This design comes from an exercise in tuning for small area, a short achievable clock period and few clock cycles per item on the open sky130 flow, not from production work. At most, simulation tests tie the RTL to the original design; equivalence was not proved. No activity file was given, so power comes from the tool's default toggle rates.

==> inputs of 10-06 <==
==> flow/design.v <==
package led_pkg;
    localparam int FRAME_WORDS = 32;
    localparam int ROWS        = 8;
    localparam int DEVICES     = 4;
    localparam int COL_W       = 8;
    typedef enum logic [2:0] {
        S_IDLE,
        S_LOAD,
        S_RENDER,
        S_FIN,
        S_START,
        S_WAIT_ACK,
        S_WAIT_DONE,
        S_HOLD
    } state_t;
endpackage
module led_col_ram (
    input  logic        clk_i,
    input  logic        we_i,
    input  logic [7:0]  waddr_i,
    input  logic [7:0]  wdata_i,
    input  logic [15:0] sel_lo_i,
    input  logic [15:0] sel_hi_i,
    output logic [7:0]  rdata_a_o,
    output logic [7:0]  rdata_b_o
);
    logic [7:0] mem_q [256];
    logic [7:0]  grp [16];
    logic [15:0] wsel_lo_q;
    logic [15:0] wsel_hi_q;
    logic [7:0]  wdata_q;
    always_ff @(posedge clk_i) begin
        for (int a = 0; a < 16; a++) begin
            wsel_lo_q[a] <= we_i && (waddr_i[3:0] == 4'(a));
            wsel_hi_q[a] <= (waddr_i[7:4] == 4'(a));
        end
        wdata_q <= wdata_i;
        for (int h = 0; h < 16; h++) begin
            for (int l = 0; l < 16; l++) begin
                if (wsel_hi_q[h] && wsel_lo_q[l]) begin
                    mem_q[16*h+l] <= wdata_q;
                end
            end
        end
    end
    always_comb begin
        rdata_a_o = '0;
        rdata_b_o = '0;
        for (int h = 0; h < 16; h++) begin
            grp[h] = '0;
            for (int l = 0; l < 16; l++) begin
                grp[h] = grp[h] | (mem_q[16*h+l] & {8{sel_lo_i[l]}});
            end
            if (h < 8) begin
                rdata_a_o = rdata_a_o | (grp[h] & {8{sel_hi_i[h]}});
            end else begin
                rdata_b_o = rdata_b_o | (grp[h] & {8{sel_hi_i[h]}});
            end
        end
    end
endmodule
module led_scroll_engine #(
    parameter int ADDR_W = 8
) (
    input  logic              in_clk,
    input  logic              in_rst,
    input  logic [7:0]        in_col_data,
    input  logic [ADDR_W-1:0] in_col_addr,
    input  logic              in_col_we,
    input  logic [ADDR_W:0]   in_msg_len,
    input  logic              in_enable,
    input  logic [15:0]       in_hold,
    input  logic              in_drv_ready,
    output logic [15:0]       out_drv_data,
    output logic [4:0]        out_drv_addr,
    output logic              out_drv_we,
    output logic              out_drv_start,
    output logic [ADDR_W-1:0] out_offset,
    output logic              out_busy,
    output logic              out_frame_done
);
    localparam logic [ADDR_W:0] DEPTH_L = {1'b1, {ADDR_W{1'b0}}};
    function automatic logic [ADDR_W:0] clamp_len(input logic [ADDR_W:0] len);
        clamp_len = (len > DEPTH_L) ? DEPTH_L : len;
    endfunction
    function automatic logic [ADDR_W-1:0] step_mod(input logic [ADDR_W-1:0] a,
                                                   input logic [ADDR_W:0]   lenm1);
        step_mod = (lenm1[ADDR_W] || a == lenm1[ADDR_W-1:0]) ? '0 : a + 1'b1;
    endfunction
    function automatic logic [15:0] dec16(input logic [3:0] a);
        dec16 = 16'd1 << a;
    endfunction
    led_pkg::state_t   state_q;
    logic              busy_q;
    logic [4:0]        cnt_q;
    logic [3:0]        pl_q;
    logic              ori_q;
    logic [ADDR_W-1:0] offset_q;
    logic [ADDR_W-1:0] offset_adv_q;
    logic [ADDR_W:0]   off10_q;
    logic [ADDR_W:0]   lraw_q;
    logic [ADDR_W:0]   lenm1_q;
    logic [15:0]       hold_q;
    logic              hz_q;
    logic [ADDR_W-1:0] ptr_q;
    logic [15:0]       sel_lo_q;
    logic [15:0]       sel_hi_q;
    logic [7:0]        rd_q;
    logic [7:0]        buf_q [8];
    logic [7:0]        drv_data_q;
    logic [3:0]        drv_row_q;
    logic [4:0]        drv_addr_q;
    logic              drv_we_q;
    logic              drv_start_q;
    logic              frame_done_q;
    logic [7:0]        col_rd_a;
    logic [7:0]        col_rd_b;
    logic [7:0]        rd_a_q;
    logic [7:0]        rd_b_q;
    logic [7:0]        wdist;
    logic              idle;
    logic              in_hold_st;
    logic              hold_end;
    logic              go_idle;
    logic              go_pre;
    logic              go_fast;
    logic              go_load;
    logic [ADDR_W-1:0] base;
    logic              beg_zero;
    logic [ADDR_W-1:0] begin_off;
    logic              pl_hit;
    logic              pl_restart;
    logic              pl_read;
    logic              step;
    logic              shift;
    logic              rd_en;
    logic              jump;
    logic              load0;
    logic              wrap;
    logic [4:0]        s_idx;
    logic [7:0]        head;
    led_col_ram u_col_ram (
        .clk_i    (in_clk),
        .we_i     (in_col_we),
        .waddr_i  (in_col_addr),
        .wdata_i  (in_col_data),
        .sel_lo_i (sel_lo_q),
        .sel_hi_i (sel_hi_q),
        .rdata_a_o(col_rd_a),
        .rdata_b_o(col_rd_b)
    );
    always_ff @(posedge in_clk) begin
        offset_adv_q <= step_mod(offset_q, lenm1_q);
        off10_q      <= {1'b0, offset_q} + 9'd10;
    end
    assign idle       = !busy_q;
    assign in_hold_st = (state_q == led_pkg::S_HOLD);
    assign hold_end   = in_hold_st && hz_q;
    assign go_idle = idle && in_enable && in_drv_ready;
    assign go_pre  = go_idle && (pl_q == 4'd10) && !pl_hit && !in_col_we &&
                     !off10_q[ADDR_W] && (off10_q < in_msg_len);
    assign go_fast = hold_end && in_enable && (in_msg_len == lraw_q);
    assign go_load = (go_idle && !go_pre) ||
                     (hold_end && in_enable && (in_msg_len != lraw_q));
    assign base      = idle ? offset_q : offset_adv_q;
    assign beg_zero  = ({1'b0, base} >= in_msg_len);
    assign begin_off = beg_zero ? '0 : base;
    assign wdist = in_col_addr - offset_q;
    always_ff @(posedge in_clk) begin
        pl_hit <= in_col_we && (wdist <= 8'd9);
    end
    assign pl_restart = idle && (pl_hit || pl_q == 4'd0);
    assign pl_read    = idle && !pl_restart && (pl_q != 4'd10);
    assign step  = go_fast || go_pre || (state_q == led_pkg::S_RENDER);
    assign s_idx = (state_q == led_pkg::S_RENDER) ? cnt_q : 5'd0;
    assign shift = step ||
                   ((state_q == led_pkg::S_LOAD) && (cnt_q[3:1] != 3'd0)) ||
                   (pl_read && !go_idle && (pl_q != 4'd1));
    assign rd_en = step || ((state_q == led_pkg::S_LOAD) && !load0) || (pl_read && !go_idle);
    assign jump  = step && (s_idx == 5'd22);
    assign load0 = (state_q == led_pkg::S_LOAD) && (cnt_q == 5'd0);
    assign wrap = !idle && (lenm1_q[ADDR_W] || ptr_q == lenm1_q[ADDR_W-1:0]);
    always_ff @(posedge in_clk) begin
        if (pl_restart || load0) begin
            ptr_q    <= offset_q;
            sel_lo_q <= dec16(offset_q[3:0]);
            sel_hi_q <= dec16(offset_q[7:4]);
        end else if (jump) begin
            ptr_q    <= offset_adv_q;
            sel_lo_q <= dec16(offset_adv_q[3:0]);
            sel_hi_q <= dec16(offset_adv_q[7:4]);
        end else if (rd_en) begin
            if (wrap) begin
                ptr_q    <= '0;
                sel_lo_q <= 16'd1;
                sel_hi_q <= 16'd1;
            end else begin
                ptr_q    <= ptr_q + 1'b1;
                sel_lo_q <= {sel_lo_q[14:0], sel_lo_q[15]};
                if (sel_lo_q[15]) begin
                    sel_hi_q <= {sel_hi_q[14:0], sel_hi_q[15]};
                end
            end
        end
    end
    always_ff @(posedge in_clk) begin
        if (rd_en) begin
            rd_a_q <= col_rd_a;
            rd_b_q <= col_rd_b;
        end
    end
    assign rd_q = rd_a_q | rd_b_q;
    always_comb begin
        for (int j = 0; j < 8; j++) begin
            head[7-j] = ori_q ? buf_q[j][0] : buf_q[0][j];
        end
    end
    always_ff @(posedge in_clk) begin
        if (shift) begin
            for (int i = 0; i < 8; i++) begin
                for (int j = 0; j < 8; j++) begin
                    if (!ori_q) begin
                        buf_q[i][j] <= (i == 7) ? rd_q[j] : buf_q[(i+1)%8][j];
                    end else begin
                        buf_q[i][j] <= (j == 7) ? rd_q[i] : buf_q[i][(j+1)%8];
                    end
                end
            end
        end
    end
    always_ff @(posedge in_clk) begin
        drv_data_q <= head & {8{!lenm1_q[ADDR_W] || idle}};
        drv_row_q  <= {1'b0, s_idx[2:0]} + 4'd1;
        drv_addr_q <= {s_idx[2:0], s_idx[4:3]};
    end
    always_ff @(posedge in_clk) begin
        if (in_rst) begin
            state_q      <= led_pkg::S_IDLE;
            busy_q       <= 1'b0;
            cnt_q        <= '0;
            pl_q         <= '0;
            ori_q        <= 1'b0;
            offset_q     <= '0;
            lraw_q       <= '0;
            lenm1_q      <= '1;
            hold_q       <= '0;
            hz_q         <= 1'b0;
            drv_we_q     <= 1'b0;
            drv_start_q  <= 1'b0;
            frame_done_q <= 1'b0;
        end else begin
            drv_we_q     <= step;
            drv_start_q  <= 1'b0;
            frame_done_q <= 1'b0;
            if (shift && ((state_q == led_pkg::S_LOAD) ? (cnt_q[3:0] == 4'd9) :
                          idle ? (pl_q == 4'd9) : (s_idx[2:0] == 3'd7))) begin
                ori_q <= ~ori_q;
            end
            if (go_load || go_pre || go_fast) begin
                lraw_q  <= in_msg_len;
                lenm1_q <= clamp_len(in_msg_len) - 1'b1;
            end
            if (!idle || go_idle) begin
                pl_q <= '0;
            end else if (pl_restart) begin
                pl_q <= 4'd1;
            end else if (pl_q != 4'd10) begin
                pl_q <= pl_q + 4'd1;
            end
            case (state_q)
                led_pkg::S_IDLE: begin
                    if (go_load) begin
                        state_q  <= led_pkg::S_LOAD;
                        busy_q   <= 1'b1;
                        cnt_q    <= '0;
                        offset_q <= begin_off;
                    end else if (go_pre) begin
                        state_q  <= led_pkg::S_RENDER;
                        busy_q   <= 1'b1;
                        cnt_q    <= 5'd1;
                    end
                end
                led_pkg::S_LOAD: begin
                    if (cnt_q[3:0] == 4'd9) begin
                        state_q <= led_pkg::S_RENDER;
                        cnt_q   <= '0;
                    end else begin
                        cnt_q <= cnt_q + 5'd1;
                    end
                end
                led_pkg::S_RENDER: begin
                    cnt_q <= cnt_q + 5'd1;
                    if (cnt_q == 5'd31) begin
                        state_q <= led_pkg::S_FIN;
                    end
                end
                led_pkg::S_FIN: begin
                    state_q     <= led_pkg::S_START;
                    drv_start_q <= 1'b1;
                end
                led_pkg::S_START: begin
                    state_q <= led_pkg::S_WAIT_ACK;
                end
                led_pkg::S_WAIT_ACK: begin
                    if (!in_drv_ready) begin
                        state_q <= led_pkg::S_WAIT_DONE;
                    end
                end
                led_pkg::S_WAIT_DONE: begin
                    if (in_drv_ready) begin
                        state_q      <= led_pkg::S_HOLD;
                        frame_done_q <= 1'b1;
                        hold_q       <= in_hold;
                        hz_q         <= (in_hold == 16'd0);
                    end
                end
                led_pkg::S_HOLD: begin
                    if (hz_q) begin
                        if (go_fast) begin
                            state_q  <= led_pkg::S_RENDER;
                            cnt_q    <= 5'd1;
                            offset_q <= offset_adv_q;
                        end else if (go_load) begin
                            state_q  <= led_pkg::S_LOAD;
                            cnt_q    <= '0;
                            offset_q <= begin_off;
                        end else begin
                            state_q  <= led_pkg::S_IDLE;
                            busy_q   <= 1'b0;
                            offset_q <= offset_adv_q;
                        end
                    end else begin
                        hold_q <= hold_q - 16'd1;
                        hz_q   <= (hold_q == 16'd1);
                    end
                end
                default: begin
                    state_q <= led_pkg::S_IDLE;
                    busy_q  <= 1'b0;
                end
            endcase
        end
    end
    assign out_drv_data   = {4'h0, drv_row_q, drv_data_q};
    assign out_drv_addr   = drv_addr_q;
    assign out_drv_we     = drv_we_q;
    assign out_drv_start  = drv_start_q;
    assign out_offset     = offset_q;
    assign out_busy       = busy_q;
    assign out_frame_done = frame_done_q;
endmodule
==> flow/run.sh <==
#!/bin/bash
# synth_recipe.tcl (not shown) runs the flow's synth.tcl, then flattens the netlist and writes it again
# the make line also repeats each setting of config.mk as NAME=value (left out here)
make -C /OpenROAD-flow-scripts/flow DESIGN_CONFIG=/design/flow/config.mk WORK_HOME=/design/flow/orfs CLKGATE_MAP_FILE= SYNTH_SCRIPT=/design/flow/synth_recipe.tcl finish
==> flow/config.mk <==
export PLATFORM = sky130hd
export DESIGN_NAME = led_scroll_engine
export DESIGN_NICKNAME = led_scroll_engine
export VERILOG_FILES = /design/flow/design.v
export SDC_FILE = /design/flow/constraint.sdc
export NUM_CORES = 4
export LEC_CHECK = 0
export ABC_CLOCK_PERIOD_IN_PS = 3000
export CAP_MARGIN = 20
export CORE_MARGIN = 2
export CORE_UTILIZATION = 45
export CTS_CLUSTER_DIAMETER = 75
export CTS_CLUSTER_SIZE = 25
export PLACE_DENSITY = 0.6
export SETUP_SLACK_MARGIN = 5
export SLEW_MARGIN = 20
==> flow/constraint.sdc <==
create_clock -name core_clock -period 8.0 [get_ports {in_clk}]
set_input_delay 1.6000 -clock core_clock [delete_from_list [all_inputs] [get_ports {in_clk}]]
set_output_delay 1.6000 -clock core_clock [all_outputs]
set_load 0.01 [all_outputs]
==> 05-15: changes against 10-06 <==
--- a/flow/design.v
+++ b/flow/design.v
@@ -136,5 +136,4 @@
     logic              rd_en;
     logic              jump;
-    logic              load0;
     logic              wrap;
     logic [4:0]        s_idx;
@@ -175,12 +174,15 @@
     assign s_idx = (state_q == led_pkg::S_RENDER) ? cnt_q : 5'd0;
     assign shift = step ||
-                   ((state_q == led_pkg::S_LOAD) && (cnt_q[3:1] != 3'd0)) ||
+                   ((state_q == led_pkg::S_LOAD) && (cnt_q != 5'd0)) ||
                    (pl_read && !go_idle && (pl_q != 4'd1));
-    assign rd_en = step || ((state_q == led_pkg::S_LOAD) && !load0) || (pl_read && !go_idle);
-    assign jump  = step && (s_idx == 5'd22);
-    assign load0 = (state_q == led_pkg::S_LOAD) && (cnt_q == 5'd0);
+    assign rd_en = step || (state_q == led_pkg::S_LOAD) || (pl_read && !go_idle);
+    assign jump = step && (s_idx == 5'd22);
     assign wrap = !idle && (lenm1_q[ADDR_W] || ptr_q == lenm1_q[ADDR_W-1:0]);
     always_ff @(posedge in_clk) begin
-        if (pl_restart || load0) begin
+        if (go_load) begin
+            ptr_q    <= begin_off;
+            sel_lo_q <= beg_zero ? 16'd1 : dec16(base[3:0]);
+            sel_hi_q <= beg_zero ? 16'd1 : dec16(base[7:4]);
+        end else if (pl_restart) begin
             ptr_q    <= offset_q;
             sel_lo_q <= dec16(offset_q[3:0]);
@@ -253,5 +255,5 @@
             drv_start_q  <= 1'b0;
             frame_done_q <= 1'b0;
-            if (shift && ((state_q == led_pkg::S_LOAD) ? (cnt_q[3:0] == 4'd9) :
+            if (shift && ((state_q == led_pkg::S_LOAD) ? (cnt_q[3:0] == 4'd8) :
                           idle ? (pl_q == 4'd9) : (s_idx[2:0] == 3'd7))) begin
                 ori_q <= ~ori_q;
@@ -282,5 +284,5 @@
                 end
                 led_pkg::S_LOAD: begin
-                    if (cnt_q[3:0] == 4'd9) begin
+                    if (cnt_q[3:0] == 4'd8) begin
                         state_q <= led_pkg::S_RENDER;
                         cnt_q   <= '0;
- CORE_UTILIZATION: 45 -> 55
- CTS_CLUSTER_DIAMETER: 75 -> 90
- CTS_CLUSTER_SIZE: 25 -> 30
- PLACE_DENSITY: 0.6 -> 0.7
==> 12-11: changes against 10-06 <==
--- a/flow/design.v
+++ b/flow/design.v
@@ -22,6 +22,5 @@
     input  logic [15:0] sel_lo_i,
     input  logic [15:0] sel_hi_i,
-    output logic [7:0]  rdata_a_o,
-    output logic [7:0]  rdata_b_o
+    output logic [7:0]  rdata_o
 );
     logic [7:0] mem_q [256];
@@ -45,6 +44,5 @@
     end
     always_comb begin
-        rdata_a_o = '0;
-        rdata_b_o = '0;
+        rdata_o = '0;
         for (int h = 0; h < 16; h++) begin
             grp[h] = '0;
@@ -52,9 +50,5 @@
                 grp[h] = grp[h] | (mem_q[16*h+l] & {8{sel_lo_i[l]}});
             end
-            if (h < 8) begin
-                rdata_a_o = rdata_a_o | (grp[h] & {8{sel_hi_i[h]}});
-            end else begin
-                rdata_b_o = rdata_b_o | (grp[h] & {8{sel_hi_i[h]}});
-            end
+            rdata_o = rdata_o | (grp[h] & {8{sel_hi_i[h]}});
         end
     end
@@ -114,8 +108,5 @@
     logic              drv_start_q;
     logic              frame_done_q;
-    logic [7:0]        col_rd_a;
-    logic [7:0]        col_rd_b;
-    logic [7:0]        rd_a_q;
-    logic [7:0]        rd_b_q;
+    logic [7:0]        col_rd_data;
     logic [7:0]        wdist;
     logic              idle;
@@ -136,5 +127,4 @@
     logic              rd_en;
     logic              jump;
-    logic              load0;
     logic              wrap;
     logic [4:0]        s_idx;
@@ -147,6 +137,5 @@
         .sel_lo_i (sel_lo_q),
         .sel_hi_i (sel_hi_q),
-        .rdata_a_o(col_rd_a),
-        .rdata_b_o(col_rd_b)
+        .rdata_o  (col_rd_data)
     );
     always_ff @(posedge in_clk) begin
@@ -175,12 +164,15 @@
     assign s_idx = (state_q == led_pkg::S_RENDER) ? cnt_q : 5'd0;
     assign shift = step ||
-                   ((state_q == led_pkg::S_LOAD) && (cnt_q[3:1] != 3'd0)) ||
+                   ((state_q == led_pkg::S_LOAD) && (cnt_q != 5'd0)) ||
                    (pl_read && !go_idle && (pl_q != 4'd1));
-    assign rd_en = step || ((state_q == led_pkg::S_LOAD) && !load0) || (pl_read && !go_idle);
-    assign jump  = step && (s_idx == 5'd22);
-    assign load0 = (state_q == led_pkg::S_LOAD) && (cnt_q == 5'd0);
+    assign rd_en = step || (state_q == led_pkg::S_LOAD) || (pl_read && !go_idle);
+    assign jump = step && (s_idx == 5'd22);
     assign wrap = !idle && (lenm1_q[ADDR_W] || ptr_q == lenm1_q[ADDR_W-1:0]);
     always_ff @(posedge in_clk) begin
-        if (pl_restart || load0) begin
+        if (go_load) begin
+            ptr_q    <= begin_off;
+            sel_lo_q <= beg_zero ? 16'd1 : dec16(base[3:0]);
+            sel_hi_q <= beg_zero ? 16'd1 : dec16(base[7:4]);
+        end else if (pl_restart) begin
             ptr_q    <= offset_q;
             sel_lo_q <= dec16(offset_q[3:0]);
@@ -206,9 +198,7 @@
     always_ff @(posedge in_clk) begin
         if (rd_en) begin
-            rd_a_q <= col_rd_a;
-            rd_b_q <= col_rd_b;
+            rd_q <= col_rd_data;
         end
     end
-    assign rd_q = rd_a_q | rd_b_q;
     always_comb begin
         for (int j = 0; j < 8; j++) begin
@@ -253,5 +243,5 @@
             drv_start_q  <= 1'b0;
             frame_done_q <= 1'b0;
-            if (shift && ((state_q == led_pkg::S_LOAD) ? (cnt_q[3:0] == 4'd9) :
+            if (shift && ((state_q == led_pkg::S_LOAD) ? (cnt_q[3:0] == 4'd8) :
                           idle ? (pl_q == 4'd9) : (s_idx[2:0] == 3'd7))) begin
                 ori_q <= ~ori_q;
@@ -282,5 +272,5 @@
                 end
                 led_pkg::S_LOAD: begin
-                    if (cnt_q[3:0] == 4'd9) begin
+                    if (cnt_q[3:0] == 4'd8) begin
                         state_q <= led_pkg::S_RENDER;
                         cnt_q   <= '0;
- CTS_CLUSTER_DIAMETER: 75 -> 60
- CTS_CLUSTER_SIZE: 25 -> 20
==> qor summary <==
| item | 05-15 | 10-06 | 12-11 |
|---|---|---|---|
| Outcome | timing/DRC/antenna clean | timing/DRC/antenna clean | finished with violations |
| Reasons for failing layout checks | - | - | antenna violations |
| Worst setup path category | in -> reg | reg -> reg | in -> reg |
| Sw Pwr | 0.009370 W | 0.01068 W | 0.01153 W |
| Number of rows in the core area | 145 | 161 | 161 |
| Total number of cells along the worst setup path | 13 | 8 | 10 |
| Worst skew pair latency | 0.79 ns | 0.83 ns | 0.88 ns |
| Final critical-path required period | 3.291 ns | 3.240 ns | 3.154 ns |
| Number of instances in the synthesized netlist | 5089 | 5075 | 5156 |
| # nets final | 5229 | 5285 | 5417 |
| Buffers, non-clock | 297 | 337 | 336 |
| Met3 GRT Util | 0.05951 | 0.05687 | 0.05543 |
| Pin count of the biggest net entering global routing | 208 | 209 | 185 |
| Total routing usage reported by global routing | 0.3057 | 0.2807 | 0.2787 |
| WHS | 0.4624 ns | 0.4763 ns | 0.4611 ns |
| TritonCTS buffer count | 91 | 121 | 163 |
| DR WL/cell | 35.43 µm | 36.19 µm | 35.24 µm |
| Type of origin of the critical path | primary input | flip-flop | primary input |
| Multi-input combinational cell area | 19160 µm² | 18920 µm² | 18990 µm² |
| Number of gates resized after CTS | 347 | 448 | 475 |
| Cell Pwr Density | 292.6 nW/µm² | 314.8 nW/µm² | 328.8 nW/µm² |
| Number of sinks driven by the clock tree | 2303 | 2303 | 2295 |
| Number of vias in the routed layout | 52322 | 52790 | 53623 |
| Die width | 401.6 µm | 443.1 µm | 443.1 µm |
| Critical-path maximum fanout | 8 | 23 | 8 |
| Via-to-Cell Ratio | 7.168 | 6.700 | 6.669 |
| Worst setup slack before clock tree synthesis | 2.711 ns | 2.707 ns | 2.579 ns |
Testbench counts of 05-15, summed over its fixed seeds: cycles 13,321, frames 192.
Function not checked in 10-06 and 12-11: the RTL went through the layout flow alone.

==> static timing again, ports no longer ideal <==
No port has a modelled driver above. Below, the same layouts with a new extraction and two added sets of constraints.
Step 1: set_driving_cell puts a clkbuf_16 on in_clk and a buf_2 on each other input, an assumption about the parent block.
Step 2 adds t to the input delays and takes it off the output delays; t is the mean of the earliest and latest rising clock arrival at the registers after step 1. Input paths then give back, and output paths get back, about the clock's delay inside the block.
a / b / c = ideal ports / drivers / drivers and shift; a / b = the first two.
run	t, ns	setup WS [ns]	worst setup path after step 2	worst register clock-pin slew, ns	worst slew at a driven data input, ns
10-06	0.889	4.760 / 4.760 / 4.049	input to register	0.11 / 0.11	0.07
05-15	0.839	4.709 / 4.723 / 3.884	input to register	0.12 / 0.12	0.06
12-11	0.935	4.846 / 4.868 / 3.933	input to register	0.09 / 0.09	0.06
The setup slack of 12-11, which loses most, moves by +0.022 ns with the drivers and by -0.913 ns with both steps.
